From an optimization exercise on the open Yosys and OpenROAD flow, aimed at small area; shortcuts taken in it are not production practice.
The RTL was checked by simulation tests, not by an equivalence proof against the original design.
Power is estimated from default activity; no workload was simulated.

Setup of wip/raven:
Design modbusSlave, start of the top module:
module modbusSlave (
    input  logic        clk,
    input  logic        rst,
    input  logic [7:0]  rxData,
    input  logic        rxValid,
    input  logic        parityError,
    input  logic        silence,
    output logic        rxAck,
    output logic [7:0]  txData,
    output logic        txReq,
    input  logic        txAck,
    output logic [23:0] wbAdr,
    output logic [15:0] wbDatOut,
    input  logic [15:0] wbDatIn,
    output logic        wbCyc,
    output logic        wbStb,
    output logic        wbWe,
    input  logic        wbAck
);
    localparam logic [3:0] R_STA = 4'd0, R_FUNC = 4'd1, R_AHI = 4'd2, R_ALO = 4'd3,
                           R_QHI = 4'd4, R_QLO = 4'd5, R_BC = 4'd6, R_DHI = 4'd7,
                           R_DLO = 4'd8, R_CLO = 4'd9, R_CHI = 4'd10, R_WAIT = 4'd11;
    localparam logic [4:0] T_IDLE = 5'd0, T_FLUSH = 5'd1, T_WFET = 5'd2, T_WBUS = 5'd3,
                           T_RBUS = 5'd4, T_STA = 5'd5, T_FUNC = 5'd6, T_EXC = 5'd7,
                           T_CNT = 5'd8, T_AHI = 5'd9, T_ALO = 5'd10, T_QHI = 5'd11,
                           T_QLO = 5'd12, T_DHI = 5'd13, T_DLO = 5'd14, T_CLO = 5'd15,
                           T_CHI = 5'd16;
    logic [3:0]  rstate;
    logic [3:0]  cur;
    logic [4:0]  tstate;
    logic [6:0]  func;
    logic [7:0]  startLo;
    logic [6:0]  qty;
    logic        hiBad;      
    logic        qtyHiBad;   
    logic [1:0]  exc;        
    logic [7:0]  dataHi;
    logic [6:0]  idx;
    logic [3:0]  phase;
    logic [15:0] crc;
    logic [15:0] crcNext;
    logic [7:0]  crcIn;
    logic [3:0][15:0] pend;
    logic [3:0]  pendV;
    logic        txBusy;
    logic        isWrite;
    logic        isInput;
    logic [6:0]  idxInc;
    logic        lastWord;
    logic        qtyOk;
    logic        rangeOk;
    logic [8:0]  rangeEnd;
    logic        decide;
    logic [1:0]  decideExc;
    logic        accept;
    assign txBusy   = (tstate != T_IDLE);
    assign isWrite  = func[4];
    assign isInput  = func[2];
    assign idxInc   = idx + 7'd1;
    assign lastWord = (idxInc == qty);
    assign cur      = silence ? R_STA : rstate;
  ...
Settings: LEC_CHECK=0, CAP_MARGIN=20, CORE_MARGIN=2, CORE_UTILIZATION=40, SLEW_MARGIN=20; clock period 10.0 ns.
run.sh (not shown) runs the stock make flow with config.mk's settings and CLKGATE_MAP_FILE= SYNTH_SCRIPT=/design/flow/synth_recipe.tcl, a recipe that flattens the netlist after the stock synthesis.
## Diff of input files: wip/violet against wip/raven
- PLACE_DENSITY now 0.72, previously not set
- CORE_UTILIZATION now 60, was 40
==> flow/flow/run.sh (new file) <==
#!/bin/bash
# Standard ORFS layout with a leaner clock tree (no dummy loads, small clusters of clkbuf_4)
# and plain buf_1 port buffers. Each step's full log stays under orfs/logs; make's output
# goes to flow_make.log.
set -euo pipefail
export CTS_ARGS="-sink_clustering_enable -repair_clock_nets -dont_use_dummy_load -buf_list sky130_fd_sc_hd__clkbuf_4 -sink_clustering_size 10 -sink_clustering_max_diameter 40"
export BUFFER_PORTS_ARGS="-buffer_cell sky130_fd_sc_hd__buf_1"
bash standard.sh > flow_make.log 2>&1
==> flow/standard.sh (new file) <==
#!/bin/bash
# synth_recipe.tcl (not shown) runs the flow's synth.tcl, then flattens the netlist and writes it again
# the make line also repeats each setting of config.mk as NAME=value (left out here)
make -C /OpenROAD-flow-scripts/flow DESIGN_CONFIG=/design/flow/config.mk WORK_HOME=/design/flow/orfs CLKGATE_MAP_FILE= SYNTH_SCRIPT=/design/flow/synth_recipe.tcl "${@:-finish}"
removed: flow/run.sh
Notes after the runs:
wip/violet against wip/raven; count of non-filler cells in the finished layout is down by more than 10%. Delta (wip/violet minus wip/raven): power now smaller; wire length rose by about 1.5%; net switching power went down. A slowest cell on the critical path of sky130_fd_sc_hd__clkdlybuf4s50_1 is what wip/raven shows, while sky130_fd_sc_hd__dfxtp_1 belongs to wip/violet. wip/raven -> wip/violet: via count flat. Comparing the two runs side by side, wip/violet comes out behind wip/raven on detailed-placement wirelength estimate. Final core utilization: wip/violet and wip/raven compared, lower one is wip/raven. Of wip/violet and wip/raven, the run reporting the lower placement row count was wip/violet. Summary of wip/violet over wip/raven: portion of total power attributed to combinational logic climbed 1.9 points, met3 layer usage reported by global route climbed 2.5 points, clock skew climbed 87 ps.
The inputs of wip/indigo differ from those of wip/violet as listed below.
- putting CTS_BUF_LIST at sky130_fd_sc_hd__clkbuf_8 where nothing was set
- putting CTS_CLUSTER_SIZE at 30 where nothing was set
- clearing PLACE_DENSITY, which used to be 0.72
- swapping 20 for 0 in SLEW_MARGIN
- swapping 20 for 0 in CAP_MARGIN
- swapping 60 for 40 in CORE_UTILIZATION
==> flow/run.sh (new file) <==
#!/bin/bash
# synth_recipe.tcl (not shown) runs the flow's synth.tcl, then flattens the netlist and writes it again
# the make line also repeats each setting of config.mk as NAME=value (left out here)
make -C /OpenROAD-flow-scripts/flow DESIGN_CONFIG=/design/flow/config.mk WORK_HOME=/design/flow/orfs CLKGATE_MAP_FILE= SYNTH_SCRIPT=/design/flow/synth_recipe.tcl finish
removed: flow/flow/run.sh
removed: flow/standard.sh
==> comparison <==
- Compared to wip/violet, wip/indigo has routed wirelength normalized by instance count about 16% lower.
- Taking wip/violet over wip/indigo, the count of clock-net buffers in the final layout ratio works out to 0.63.
- Number of nets in the final layout up about 2% in wip/indigo wrt wip/violet
Setup changes, wip/indigo to wip/tundra
- CTS_BUF_LIST no longer set, was sky130_fd_sc_hd__clkbuf_8
- SLEW_MARGIN now 20, was 0
- CAP_MARGIN now 20, was 0
- CTS_CLUSTER_SIZE no longer set, was 30
==> flow/flow/run.sh (new file) <==
#!/bin/bash
# Standard ORFS layout with a leaner clock tree (no dummy loads, small clusters of clkbuf_4)
# and plain buf_1 port buffers. Each step's full log stays under orfs/logs; make's output
# goes to flow_make.log.
set -euo pipefail
export CTS_ARGS="-sink_clustering_enable -repair_clock_nets -dont_use_dummy_load -buf_list sky130_fd_sc_hd__clkbuf_4 -sink_clustering_size 10 -sink_clustering_max_diameter 40"
export BUFFER_PORTS_ARGS="-buffer_cell sky130_fd_sc_hd__buf_1"
bash standard.sh > flow_make.log 2>&1
==> flow/standard.sh (new file) <==
#!/bin/bash
# synth_recipe.tcl (not shown) runs the flow's synth.tcl, then flattens the netlist and writes it again
# the make line also repeats each setting of config.mk as NAME=value (left out here)
make -C /OpenROAD-flow-scripts/flow DESIGN_CONFIG=/design/flow/config.mk WORK_HOME=/design/flow/orfs CLKGATE_MAP_FILE= SYNTH_SCRIPT=/design/flow/synth_recipe.tcl "${@:-finish}"
removed: flow/run.sh
Results
- wip/tundra vs wip/indigo — number of antenna violations at the first check in global routing rose 1.
- sky130_fd_sc_hd__clkdlybuf4s50_1 as the critical-path cell with the highest stage delay was reported by wip/indigo, and sky130_fd_sc_hd__nor3_2 by wip/tundra.
- Total power of wip/tundra is lower than that of wip/indigo.
- Higher power density over the cells among wip/tundra and wip/indigo: wip/indigo
- On final cycle utilization of the critical path, the higher figure sits with wip/indigo, not wip/tundra.
- [compare] base=wip/indigo new=wip/tundra: pin slew with the least headroom to its limit moved up, design area went down.

## what the ideal ports hide
The results above use ideal ports. As a check the final layouts listed here were re-extracted and re-timed, cells and wires unchanged.
Step 1 sets driving cells, clkbuf_16 on the clock port and buf_2 on the other inputs (assumed; they add their load-dependent delay and slew).
Step 2, shift: input delay + t, output delay - t, t = (earliest + latest rising clock arrival at the registers) / 2. This alone moves slack from input paths to output paths.
Three values: ideal ports, drivers, drivers and shift; two values: the first two.
| run | t, ns | setup WS [ns] | hold WS [ns] | cell pins on the clock port's net |
|---|---|---|---|---|
| wip/raven | 0.835 | 3.498 / 3.536 / 2.700 | 0.305 / 0.305 / 0.305 | 1 |
| wip/violet | 1.149 | 4.283 / 4.224 / 3.420 | 0.254 / 0.254 / 0.254 | 1 |
| wip/indigo | 0.980 | 3.681 / 3.714 / 2.734 | 0.271 / 0.271 / 0.271 | 1 |
| wip/tundra | 1.144 | 4.468 / 4.453 / 3.511 | 0.217 / 0.217 / 0.217 | 1 |
After both steps setup and hold are still met in every run listed. For wip/tundra, which loses most, drivers alone change the setup slack by -0.015 ns; drivers and shift together by -0.957 ns.
